This is an optimization exercise on Yosys and OpenROAD, whose aim is small area, a short achievable clock period and few clock cycles per item, not a production implementation. Where RTL was checked, it was by simulation tests only, not by an equivalence proof against the original. No activity file was given, so power comes from the tool's default toggle rates.

==> job 6078 <==
## dual_mode_word_queue
module dual_mode_word_queue #(
  parameter int DEPTH      = 16,
  parameter int WORD_WIDTH = 32
) (
  input  logic                           clk,
  input  logic                           rst,
  input  logic                           cfg_we,
  input  logic [dmwq_pkg::CFG_IDX_W-1:0] cfg_index,
  input  logic [dmwq_pkg::CAP_W-1:0]     cfg_data,
  input  logic                           in_valid,
  output logic                           in_ready,
  input  logic [1:0]                     kind,
  input  logic [WORD_WIDTH-1:0]          data_word,
  input  logic [3:0]                     position,
  output logic                           out_valid,
  input  logic                           out_ready,
  output logic [2:0]                     status,
  output logic [WORD_WIDTH-1:0]          read_word,
  output logic [dmwq_pkg::CAP_W-1:0]     count,
  output logic                           full_res,
  output logic                           empty_res
);
export LEC_CHECK = 0
export ABC_CLOCK_PERIOD_IN_PS = 2000
export CAP_MARGIN = 20
export CORE_MARGIN = 2
export CORE_UTILIZATION = 40
export SETUP_SLACK_MARGIN = 2.7
export SLEW_MARGIN = 20
export SYNTH_HIERARCHICAL = 1
export SYNTH_MINIMUM_KEEP_SIZE = 0
create_clock -name core_clock -period 5.0 [get_ports {clk}]
run.sh (not shown) runs the stock make flow with config.mk's settings and CLKGATE_MAP_FILE= SYNTH_SCRIPT=/design/flow/synth_recipe.tcl, a recipe that flattens the netlist after the stock synthesis.
==> job 8951: changes against job 6078 <==
--- a/flow/design.v
+++ b/flow/design.v
@@ -61,14 +61,13 @@
   localparam int AW = (DEPTH > 1) ? $clog2(DEPTH) : 1
 ) (
   input  logic             in_valid,
   input  logic [1:0]       kind,
   input  logic [AW-1:0]    position,
   input  logic [DEPTH-1:0] wr_row,
-  input  logic             sk_v,
-  input  logic [DEPTH-1:0] reg_row,
+  input  logic [DEPTH-1:0] deq_row,
   input  logic [DEPTH-1:0] lkp_row,
   output logic [DEPTH-1:0] we_row,
   output logic [DEPTH-1:0] rsel
 );
   logic is_enq;
   logic is_deq;
@@ -76,13 +75,13 @@
   assign is_enq = (kind == dmwq_pkg::KIND_ENQUEUE);
   assign is_deq = (kind == dmwq_pkg::KIND_DEQUEUE);
   assign is_lkp = (kind == dmwq_pkg::KIND_LOOKUP);
   always_comb begin
     for (int i = 0; i < DEPTH; i++) begin
       we_row[i] = in_valid && is_enq && wr_row[i];
-      rsel[i]   = ((sk_v || is_deq) && reg_row[i]) ||
+      rsel[i]   = (is_deq && deq_row[i]) ||
                   (is_lkp && lkp_row[i] && (position == AW'(i)));
     end
   end
 endmodule
 `timescale 1ns / 1ps
 module dual_mode_word_queue #(
@@ -117,19 +116,23 @@
   logic [CW-1:0] elem_count;
   logic          clr;
   logic          full_f;
   logic          deq_f;
   logic          rearm_f;
   logic          cz_f;
-  logic          sk_v;
-  logic [2:0]    sk_status;
-  logic          sk_re;
-  logic [AW-1:0] sk_addr;
+  logic             p1_v;
+  logic [2:0]       p1_status;
+  logic [DEPTH-1:0] p1_rsel;
+  logic                  sk_v;
+  logic [2:0]            sk_status;
+  logic [WORD_WIDTH-1:0] sk_word;
+  logic [CW-1:0]         sk_count;
+  logic                  sk_full;
+  logic                  sk_empty;
   logic          is_enq;
   logic          is_deq;
-  logic          is_lkp;
   logic          enq_ok;
   logic          deq_ok;
   logic          deq_rearm;
   logic          pos_in;
   logic [CW-1:0] cnt_inc;
   logic [CW-1:0] cnt_dec;
@@ -137,39 +140,34 @@
   logic [CW-1:0] front_inc;
   logic          enq_full;
   logic          cnt_one;
   logic          deq_deq;
   logic          deq_rearm_n;
   logic [2:0]    step_status;
-  logic [CW-1:0] count_next;
-  logic          step_re;
-  logic [AW-1:0] rd_addr;
-  logic          step_full;
-  logic          step_empty;
   logic          accept;
-  logic          s2_free;
-  logic          in_ready_r;
+  logic          p1_adv;
+  logic          p1_v_next;
   logic          sk_v_next;
+  logic          in_ready_r;
   logic          cfg_hit;
   logic [DEPTH-1:0]      wr_row;
-  logic [DEPTH-1:0]      reg_row;
-  logic                  reg_re;
-  logic [AW-1:0]         reg_addr;
+  logic [DEPTH-1:0]      deq_row;
   logic [DEPTH-1:0]      lkp_row;
   logic [DEPTH-1:0]      we_row;
   logic [DEPTH-1:0]      rsel;
   logic [WORD_WIDTH-1:0] ram_rdata;
-  assign in_ready  = in_ready_r;
-  assign accept    = in_valid && in_ready_r;
-  assign s2_free   = !out_valid || out_ready;
-  assign sk_v_next = sk_v ? !out_ready : (accept && !s2_free);
-  assign cfg_hit   = cfg_we && (cfg_index == dmwq_pkg::CFG_MODE ||
-                                cfg_index == dmwq_pkg::CFG_CAPACITY);
+  assign in_ready = in_ready_r;
+  assign accept   = in_valid && in_ready_r;
+  assign cfg_hit  = cfg_we && (cfg_index == dmwq_pkg::CFG_MODE ||
+                               cfg_index == dmwq_pkg::CFG_CAPACITY);
+  assign p1_adv    = p1_v && (!sk_v || out_ready);
+  assign p1_v_next = in_ready_r ? in_valid : (p1_v && !p1_adv);
+  assign sk_v_next = sk_v ? (!out_ready || p1_v) :
+                            (p1_v && out_valid && !out_ready);
   assign is_enq    = (kind == dmwq_pkg::KIND_ENQUEUE);
   assign is_deq    = (kind == dmwq_pkg::KIND_DEQUEUE);
-  assign is_lkp    = (kind == dmwq_pkg::KIND_LOOKUP);
   assign enq_ok    = is_enq && !full_f;
   assign deq_ok    = is_deq && deq_f;
   assign deq_rearm = is_deq && rearm_f;
   assign pos_in    = (position <= capm1);
   always_comb begin
     cnt_inc   = elem_count + CW'(1);
@@ -187,97 +185,77 @@
     deq_deq     = (mode == dmwq_pkg::MODE_CIRCULAR) ? !cnt_one
                                                     : ((front + CW'(1)) < wptr);
     deq_rearm_n = (mode == dmwq_pkg::MODE_LINEAR) && (front == CW'(capm1));
   end
   always_comb begin
     step_status = dmwq_pkg::ST_OK;
-    step_re     = 1'b0;
-    rd_addr     = front[AW-1:0];
-    count_next  = elem_count;
-    step_full   = full_f;
-    step_empty  = cz_f;
     case (kind)
       dmwq_pkg::KIND_ENQUEUE: begin
         if (full_f) begin
           step_status = dmwq_pkg::ST_FULL;
-        end else begin
-          count_next = cnt_inc;
-          step_full  = enq_full;
-          step_empty = 1'b0;
         end
       end
       dmwq_pkg::KIND_DEQUEUE: begin
-        if (rearm_f) begin
-          step_status = dmwq_pkg::ST_NONE;
-          count_next  = '0;
-          step_full   = 1'b0;
-          step_empty  = 1'b1;
-        end else if (!deq_f) begin
+        if (!deq_f) begin
           step_status = dmwq_pkg::ST_NONE;
-        end else begin
-          step_re = 1'b1;
-          if (mode == dmwq_pkg::MODE_CIRCULAR) begin
-            count_next = cnt_dec;
-            step_full  = 1'b0;
-            step_empty = cnt_one;
-          end
         end
       end
       dmwq_pkg::KIND_LOOKUP: begin
-        rd_addr = position;
         if (mode != dmwq_pkg::MODE_LINEAR) begin
           step_status = dmwq_pkg::ST_UNSUP;
         end else if (cz_f) begin
           step_status = dmwq_pkg::ST_NONE;
         end else if (!pos_in) begin
           step_status = dmwq_pkg::ST_RANGE;
-        end else begin
-          step_re = 1'b1;
         end
       end
       default: begin
         step_status = dmwq_pkg::ST_UNSUP;
       end
     endcase
   end
-  assign reg_re   = sk_v ? sk_re : deq_f;
-  assign reg_addr = sk_v ? sk_addr : front[AW-1:0];
   always_comb begin
     for (int i = 0; i < DEPTH; i++) begin
       wr_row[i]  = in_ready_r && !full_f && (wptr[AW-1:0] == AW'(i));
-      reg_row[i] = reg_re && (reg_addr == AW'(i));
-      lkp_row[i] = !sk_v && (mode == dmwq_pkg::MODE_LINEAR) && !cz_f && (AW'(i) <= capm1);
+      deq_row[i] = deq_f && (front[AW-1:0] == AW'(i));
+      lkp_row[i] = (mode == dmwq_pkg::MODE_LINEAR) && !cz_f && (AW'(i) <= capm1);
     end
   end
   dmwq_rowsel #(
     .DEPTH(DEPTH)
   ) u_rowsel (
     .in_valid(in_valid),
     .kind    (kind),
     .position(position),
     .wr_row  (wr_row),
-    .sk_v    (sk_v),
-    .reg_row (reg_row),
+    .deq_row (deq_row),
     .lkp_row (lkp_row),
     .we_row  (we_row),
     .rsel    (rsel)
   );
   dmwq_ram #(
     .WIDTH(WORD_WIDTH),
     .DEPTH(DEPTH)
   ) u_store (
     .clk   (clk),
     .clr   (clr),
     .we_row(we_row),
     .wdata (data_word),
-    .rsel  (rsel),
+    .rsel  (p1_rsel),
     .rdata (ram_rdata)
   );
   always_ff @(posedge clk) begin
+    if (in_ready_r) begin
+      p1_status <= step_status;
+      p1_rsel   <= rsel;
+    end
+  end
+  always_ff @(posedge clk) begin
     if (rst) begin
       clr        <= 1'b1;
+      p1_v       <= 1'b0;
       sk_v       <= 1'b0;
       out_valid  <= 1'b0;
       in_ready_r <= 1'b0;
       mode       <= dmwq_pkg::MODE_CIRCULAR;
       capm1      <= AW'(dmwq_pkg::eff_cap(dmwq_pkg::CAP_RESET, CW'(CAP_MAX)) - CW'(1));
       front      <= '0;
@@ -286,38 +264,36 @@
       full_f     <= 1'b0;
       deq_f      <= 1'b0;
       rearm_f    <= 1'b0;
       cz_f       <= 1'b1;
     end else begin
       clr <= 1'b0;
-      if (sk_v) begin
-        if (out_ready) begin
-          status    <= sk_status;
-          read_word <= ram_rdata;
-          count     <= elem_count;
-          full_res  <= full_f;
-          empty_res <= cz_f;
-        end
-      end else if (accept) begin
-        if (s2_free) begin
-          status    <= step_status;
-          read_word <= ram_rdata;
-          count     <= count_next;
-          full_res  <= step_full;
-          empty_res <= step_empty;
-          out_valid <= 1'b1;
-        end else begin
-          sk_status <= step_status;
-          sk_re     <= step_re;
-          sk_addr   <= rd_addr;
-        end
-      end else if (out_ready) begin
-        out_valid <= 1'b0;
+      if (sk_v && out_ready) begin
+        status    <= sk_status;
+        read_word <= sk_word;
+        count     <= sk_count;
+        full_res  <= sk_full;
+        empty_res <= sk_empty;
+      end else if (p1_adv && (!out_valid || out_ready)) begin
+        status    <= p1_status;
+        read_word <= ram_rdata;
+        count     <= elem_count;
+        full_res  <= full_f;
+        empty_res <= cz_f;
+      end
+      if (p1_adv && (sk_v || (out_valid && !out_ready))) begin
+        sk_status <= p1_status;
+        sk_word   <= ram_rdata;
+        sk_count  <= elem_count;
+        sk_full   <= full_f;
+        sk_empty  <= cz_f;
       end
+      out_valid  <= sk_v || p1_v || (out_valid && !out_ready);
       sk_v       <= sk_v_next;
-      in_ready_r <= !sk_v_next;
+      p1_v       <= p1_v_next;
+      in_ready_r <= !(p1_v_next && sk_v_next);
       if (cfg_hit) begin
         if (cfg_index == dmwq_pkg::CFG_MODE) begin
           mode <= cfg_data[0];
         end else begin
           capm1 <= AW'(dmwq_pkg::eff_cap(cfg_data, CW'(CAP_MAX)) - CW'(1));
         end
Settings changed: SETUP_SLACK_MARGIN 2.7 to 2.75, SYNTH_HIERARCHICAL 1 to not set, SYNTH_MINIMUM_KEEP_SIZE 0 to not set.
==> job 5366: changes against job 6078 <==
--- a/flow/design.v
+++ b/flow/design.v
@@ -61,14 +61,13 @@
   localparam int AW = (DEPTH > 1) ? $clog2(DEPTH) : 1
 ) (
   input  logic             in_valid,
   input  logic [1:0]       kind,
   input  logic [AW-1:0]    position,
   input  logic [DEPTH-1:0] wr_row,
-  input  logic             sk_v,
-  input  logic [DEPTH-1:0] reg_row,
+  input  logic [DEPTH-1:0] deq_row,
   input  logic [DEPTH-1:0] lkp_row,
   output logic [DEPTH-1:0] we_row,
   output logic [DEPTH-1:0] rsel
 );
   logic is_enq;
   logic is_deq;
@@ -76,13 +75,13 @@
   assign is_enq = (kind == dmwq_pkg::KIND_ENQUEUE);
   assign is_deq = (kind == dmwq_pkg::KIND_DEQUEUE);
   assign is_lkp = (kind == dmwq_pkg::KIND_LOOKUP);
   always_comb begin
     for (int i = 0; i < DEPTH; i++) begin
       we_row[i] = in_valid && is_enq && wr_row[i];
-      rsel[i]   = ((sk_v || is_deq) && reg_row[i]) ||
+      rsel[i]   = (is_deq && deq_row[i]) ||
                   (is_lkp && lkp_row[i] && (position == AW'(i)));
     end
   end
 endmodule
 `timescale 1ns / 1ps
 module dual_mode_word_queue #(
@@ -117,19 +116,23 @@
   logic [CW-1:0] elem_count;
   logic          clr;
   logic          full_f;
   logic          deq_f;
   logic          rearm_f;
   logic          cz_f;
-  logic          sk_v;
-  logic [2:0]    sk_status;
-  logic          sk_re;
-  logic [AW-1:0] sk_addr;
+  logic             p1_v;
+  logic [2:0]       p1_status;
+  logic [DEPTH-1:0] p1_rsel;
+  logic                  sk_v;
+  logic [2:0]            sk_status;
+  logic [WORD_WIDTH-1:0] sk_word;
+  logic [CW-1:0]         sk_count;
+  logic                  sk_full;
+  logic                  sk_empty;
   logic          is_enq;
   logic          is_deq;
-  logic          is_lkp;
   logic          enq_ok;
   logic          deq_ok;
   logic          deq_rearm;
   logic          pos_in;
   logic [CW-1:0] cnt_inc;
   logic [CW-1:0] cnt_dec;
@@ -137,39 +140,34 @@
   logic [CW-1:0] front_inc;
   logic          enq_full;
   logic          cnt_one;
   logic          deq_deq;
   logic          deq_rearm_n;
   logic [2:0]    step_status;
-  logic [CW-1:0] count_next;
-  logic          step_re;
-  logic [AW-1:0] rd_addr;
-  logic          step_full;
-  logic          step_empty;
   logic          accept;
-  logic          s2_free;
-  logic          in_ready_r;
+  logic          p1_adv;
+  logic          p1_v_next;
   logic          sk_v_next;
+  logic          in_ready_r;
   logic          cfg_hit;
   logic [DEPTH-1:0]      wr_row;
-  logic [DEPTH-1:0]      reg_row;
-  logic                  reg_re;
-  logic [AW-1:0]         reg_addr;
+  logic [DEPTH-1:0]      deq_row;
   logic [DEPTH-1:0]      lkp_row;
   logic [DEPTH-1:0]      we_row;
   logic [DEPTH-1:0]      rsel;
   logic [WORD_WIDTH-1:0] ram_rdata;
-  assign in_ready  = in_ready_r;
-  assign accept    = in_valid && in_ready_r;
-  assign s2_free   = !out_valid || out_ready;
-  assign sk_v_next = sk_v ? !out_ready : (accept && !s2_free);
-  assign cfg_hit   = cfg_we && (cfg_index == dmwq_pkg::CFG_MODE ||
-                                cfg_index == dmwq_pkg::CFG_CAPACITY);
+  assign in_ready = in_ready_r;
+  assign accept   = in_valid && in_ready_r;
+  assign cfg_hit  = cfg_we && (cfg_index == dmwq_pkg::CFG_MODE ||
+                               cfg_index == dmwq_pkg::CFG_CAPACITY);
+  assign p1_adv    = p1_v && (!sk_v || out_ready);
+  assign p1_v_next = in_ready_r ? in_valid : (p1_v && !p1_adv);
+  assign sk_v_next = sk_v ? (!out_ready || p1_v) :
+                            (p1_v && out_valid && !out_ready);
   assign is_enq    = (kind == dmwq_pkg::KIND_ENQUEUE);
   assign is_deq    = (kind == dmwq_pkg::KIND_DEQUEUE);
-  assign is_lkp    = (kind == dmwq_pkg::KIND_LOOKUP);
   assign enq_ok    = is_enq && !full_f;
   assign deq_ok    = is_deq && deq_f;
   assign deq_rearm = is_deq && rearm_f;
   assign pos_in    = (position <= capm1);
   always_comb begin
     cnt_inc   = elem_count + CW'(1);
@@ -187,97 +185,77 @@
     deq_deq     = (mode == dmwq_pkg::MODE_CIRCULAR) ? !cnt_one
                                                     : ((front + CW'(1)) < wptr);
     deq_rearm_n = (mode == dmwq_pkg::MODE_LINEAR) && (front == CW'(capm1));
   end
   always_comb begin
     step_status = dmwq_pkg::ST_OK;
-    step_re     = 1'b0;
-    rd_addr     = front[AW-1:0];
-    count_next  = elem_count;
-    step_full   = full_f;
-    step_empty  = cz_f;
     case (kind)
       dmwq_pkg::KIND_ENQUEUE: begin
         if (full_f) begin
           step_status = dmwq_pkg::ST_FULL;
-        end else begin
-          count_next = cnt_inc;
-          step_full  = enq_full;
-          step_empty = 1'b0;
         end
       end
       dmwq_pkg::KIND_DEQUEUE: begin
-        if (rearm_f) begin
-          step_status = dmwq_pkg::ST_NONE;
-          count_next  = '0;
-          step_full   = 1'b0;
-          step_empty  = 1'b1;
-        end else if (!deq_f) begin
+        if (!deq_f) begin
           step_status = dmwq_pkg::ST_NONE;
-        end else begin
-          step_re = 1'b1;
-          if (mode == dmwq_pkg::MODE_CIRCULAR) begin
-            count_next = cnt_dec;
-            step_full  = 1'b0;
-            step_empty = cnt_one;
-          end
         end
       end
       dmwq_pkg::KIND_LOOKUP: begin
-        rd_addr = position;
         if (mode != dmwq_pkg::MODE_LINEAR) begin
           step_status = dmwq_pkg::ST_UNSUP;
         end else if (cz_f) begin
           step_status = dmwq_pkg::ST_NONE;
         end else if (!pos_in) begin
           step_status = dmwq_pkg::ST_RANGE;
-        end else begin
-          step_re = 1'b1;
         end
       end
       default: begin
         step_status = dmwq_pkg::ST_UNSUP;
       end
     endcase
   end
-  assign reg_re   = sk_v ? sk_re : deq_f;
-  assign reg_addr = sk_v ? sk_addr : front[AW-1:0];
   always_comb begin
     for (int i = 0; i < DEPTH; i++) begin
       wr_row[i]  = in_ready_r && !full_f && (wptr[AW-1:0] == AW'(i));
-      reg_row[i] = reg_re && (reg_addr == AW'(i));
-      lkp_row[i] = !sk_v && (mode == dmwq_pkg::MODE_LINEAR) && !cz_f && (AW'(i) <= capm1);
+      deq_row[i] = deq_f && (front[AW-1:0] == AW'(i));
+      lkp_row[i] = (mode == dmwq_pkg::MODE_LINEAR) && !cz_f && (AW'(i) <= capm1);
     end
   end
   dmwq_rowsel #(
     .DEPTH(DEPTH)
   ) u_rowsel (
     .in_valid(in_valid),
     .kind    (kind),
     .position(position),
     .wr_row  (wr_row),
-    .sk_v    (sk_v),
-    .reg_row (reg_row),
+    .deq_row (deq_row),
     .lkp_row (lkp_row),
     .we_row  (we_row),
     .rsel    (rsel)
   );
   dmwq_ram #(
     .WIDTH(WORD_WIDTH),
     .DEPTH(DEPTH)
   ) u_store (
     .clk   (clk),
     .clr   (clr),
     .we_row(we_row),
     .wdata (data_word),
-    .rsel  (rsel),
+    .rsel  (p1_rsel),
     .rdata (ram_rdata)
   );
   always_ff @(posedge clk) begin
+    if (in_ready_r) begin
+      p1_status <= step_status;
+      p1_rsel   <= rsel;
+    end
+  end
+  always_ff @(posedge clk) begin
     if (rst) begin
       clr        <= 1'b1;
+      p1_v       <= 1'b0;
       sk_v       <= 1'b0;
       out_valid  <= 1'b0;
       in_ready_r <= 1'b0;
       mode       <= dmwq_pkg::MODE_CIRCULAR;
       capm1      <= AW'(dmwq_pkg::eff_cap(dmwq_pkg::CAP_RESET, CW'(CAP_MAX)) - CW'(1));
       front      <= '0;
@@ -286,38 +264,36 @@
       full_f     <= 1'b0;
       deq_f      <= 1'b0;
       rearm_f    <= 1'b0;
       cz_f       <= 1'b1;
     end else begin
       clr <= 1'b0;
-      if (sk_v) begin
-        if (out_ready) begin
-          status    <= sk_status;
-          read_word <= ram_rdata;
-          count     <= elem_count;
-          full_res  <= full_f;
-          empty_res <= cz_f;
-        end
-      end else if (accept) begin
-        if (s2_free) begin
-          status    <= step_status;
-          read_word <= ram_rdata;
-          count     <= count_next;
-          full_res  <= step_full;
-          empty_res <= step_empty;
-          out_valid <= 1'b1;
-        end else begin
-          sk_status <= step_status;
-          sk_re     <= step_re;
-          sk_addr   <= rd_addr;
-        end
-      end else if (out_ready) begin
-        out_valid <= 1'b0;
+      if (sk_v && out_ready) begin
+        status    <= sk_status;
+        read_word <= sk_word;
+        count     <= sk_count;
+        full_res  <= sk_full;
+        empty_res <= sk_empty;
+      end else if (p1_adv && (!out_valid || out_ready)) begin
+        status    <= p1_status;
+        read_word <= ram_rdata;
+        count     <= elem_count;
+        full_res  <= full_f;
+        empty_res <= cz_f;
+      end
+      if (p1_adv && (sk_v || (out_valid && !out_ready))) begin
+        sk_status <= p1_status;
+        sk_word   <= ram_rdata;
+        sk_count  <= elem_count;
+        sk_full   <= full_f;
+        sk_empty  <= cz_f;
       end
+      out_valid  <= sk_v || p1_v || (out_valid && !out_ready);
       sk_v       <= sk_v_next;
-      in_ready_r <= !sk_v_next;
+      p1_v       <= p1_v_next;
+      in_ready_r <= !(p1_v_next && sk_v_next);
       if (cfg_hit) begin
         if (cfg_index == dmwq_pkg::CFG_MODE) begin
           mode <= cfg_data[0];
         end else begin
           capm1 <= AW'(dmwq_pkg::eff_cap(cfg_data, CW'(CAP_MAX)) - CW'(1));
         end
Settings changed: CTS_CLUSTER_DIAMETER set to 60, CTS_CLUSTER_SIZE set to 30, SETUP_SLACK_MARGIN 2.7 to 2.8, SYNTH_HIERARCHICAL 1 to not set, SYNTH_MINIMUM_KEEP_SIZE 0 to not set.
==> comparison <==
In sequential power, job 8951 and job 5366 hardly differ.
Against job 5366, the combinational power of job 6078 is smaller by about 20%.
Job 6078 produced a clean layout. Job 8951 finished with timing, DRC and antenna clean. Job 5366 finished with timing, DRC and antenna clean.
Against job 5366, the area after synthesis of job 6078 is lower by 4.5%.
Between job 5366 and job 6078, the lower cell count is in job 5366 (gap about 3.2%, measured against job 6078).
Against job 6078, the via count of job 8951 is smaller by 2.2%.
Worst setup slack, highest first: job 5366, job 8951, job 6078.
Against job 6078, the flip-flop and latch count of job 8951 is higher by 54.
==> figures <==
Total power: job 5366 11100 uW; job 8951 12100 uW; job 6078 10600 uW
Vias in the first global route: job 5366 14.1k; job 8951 14.4k; job 6078 14.4k
Worst reg-to-reg path cell count: job 5366 6; job 8951 6; job 6078 11
Mean post-synth cell area: job 5366 17.3 sq um; job 8951 17.3 sq um; job 6078 16.4 sq um
Data required time of the critical path: job 5366 4000 ps; job 8951 4000 ps; job 6078 5340 ps
Final setup slack of the worst path: job 5366 2800 ps; job 8951 2790 ps; job 6078 2340 ps
Resize count post-CTS: job 5366 249; job 8951 164; job 6078 269
Number of enable flip-flop cells after synthesis: job 5366 615; job 8951 615; job 6078 562
Outcome: job 5366 timing/DRC/antenna clean; job 8951 timing/DRC/antenna clean; job 6078 timing/DRC/antenna clean
Routing usage on met2: job 5366 33.1%; job 8951 34.7%; job 6078 36.2%
Min-delay src: job 5366 p1_status[0]; job 8951 p1_status[2]; job 6078 wptr[4]
Antenna Cells: job 5366 1; job 8951 0; job 6078 0
Number of signal-net buffers in the layout: job 5366 180; job 8951 180; job 6078 232
Synthesized-area fraction occupied by ao, oa, aoi and oai cells: job 5366 11.4%; job 8951 11.4%; job 6078 13.4%
Power per cell area: job 5366 382 mW/mm^2; job 8951 407 mW/mm^2; job 6078 355 mW/mm^2
Skew-Pair Late Insertion Delay: job 5366 600 ps; job 8951 600 ps; job 6078 640 ps
Testbench counts of job 8951, summed over its fixed seeds: cycles 10,915, items 10,787.
Testbench counts of job 5366, summed over its fixed seeds: cycles 10,915, items 10,787.
The RTL of job 6078 was laid out without a check of its function.

-- separate check: timing with driven ports --
The results above use ideal ports. As a check the final layouts listed here were re-extracted and re-timed, cells and wires unchanged.
Step 1 (the two cells are an assumption about what drives the block):
set clk [get_ports {clk}]
set_driving_cell -lib_cell sky130_fd_sc_hd__clkbuf_16 $clk
set_driving_cell -lib_cell sky130_fd_sc_hd__buf_2 [delete_from_list [all_inputs] $clk]
Step 2 adds t to the input delays and takes it off the output delays; t is the mean of the earliest and latest rising clock arrival at the registers after step 1. Input paths then give back, and output paths get back, about the clock's delay inside the block.
a / b / c = no drivers / after step 1 / after step 2; a / b = the first two.
run	t (ns)	slack for setup (ns)	pins driven straight from the clock port
job 6078	0.684	2.340 / 2.340 / 1.796	1
job 8951	0.653	2.787 / 2.727 / 2.218	1
job 5366	0.653	2.799 / 2.740 / 2.215	1
After both steps every run listed still meets setup and hold. For job 5366, which loses most, drivers alone change the setup slack by -0.059 ns; drivers and shift together by -0.584 ns.
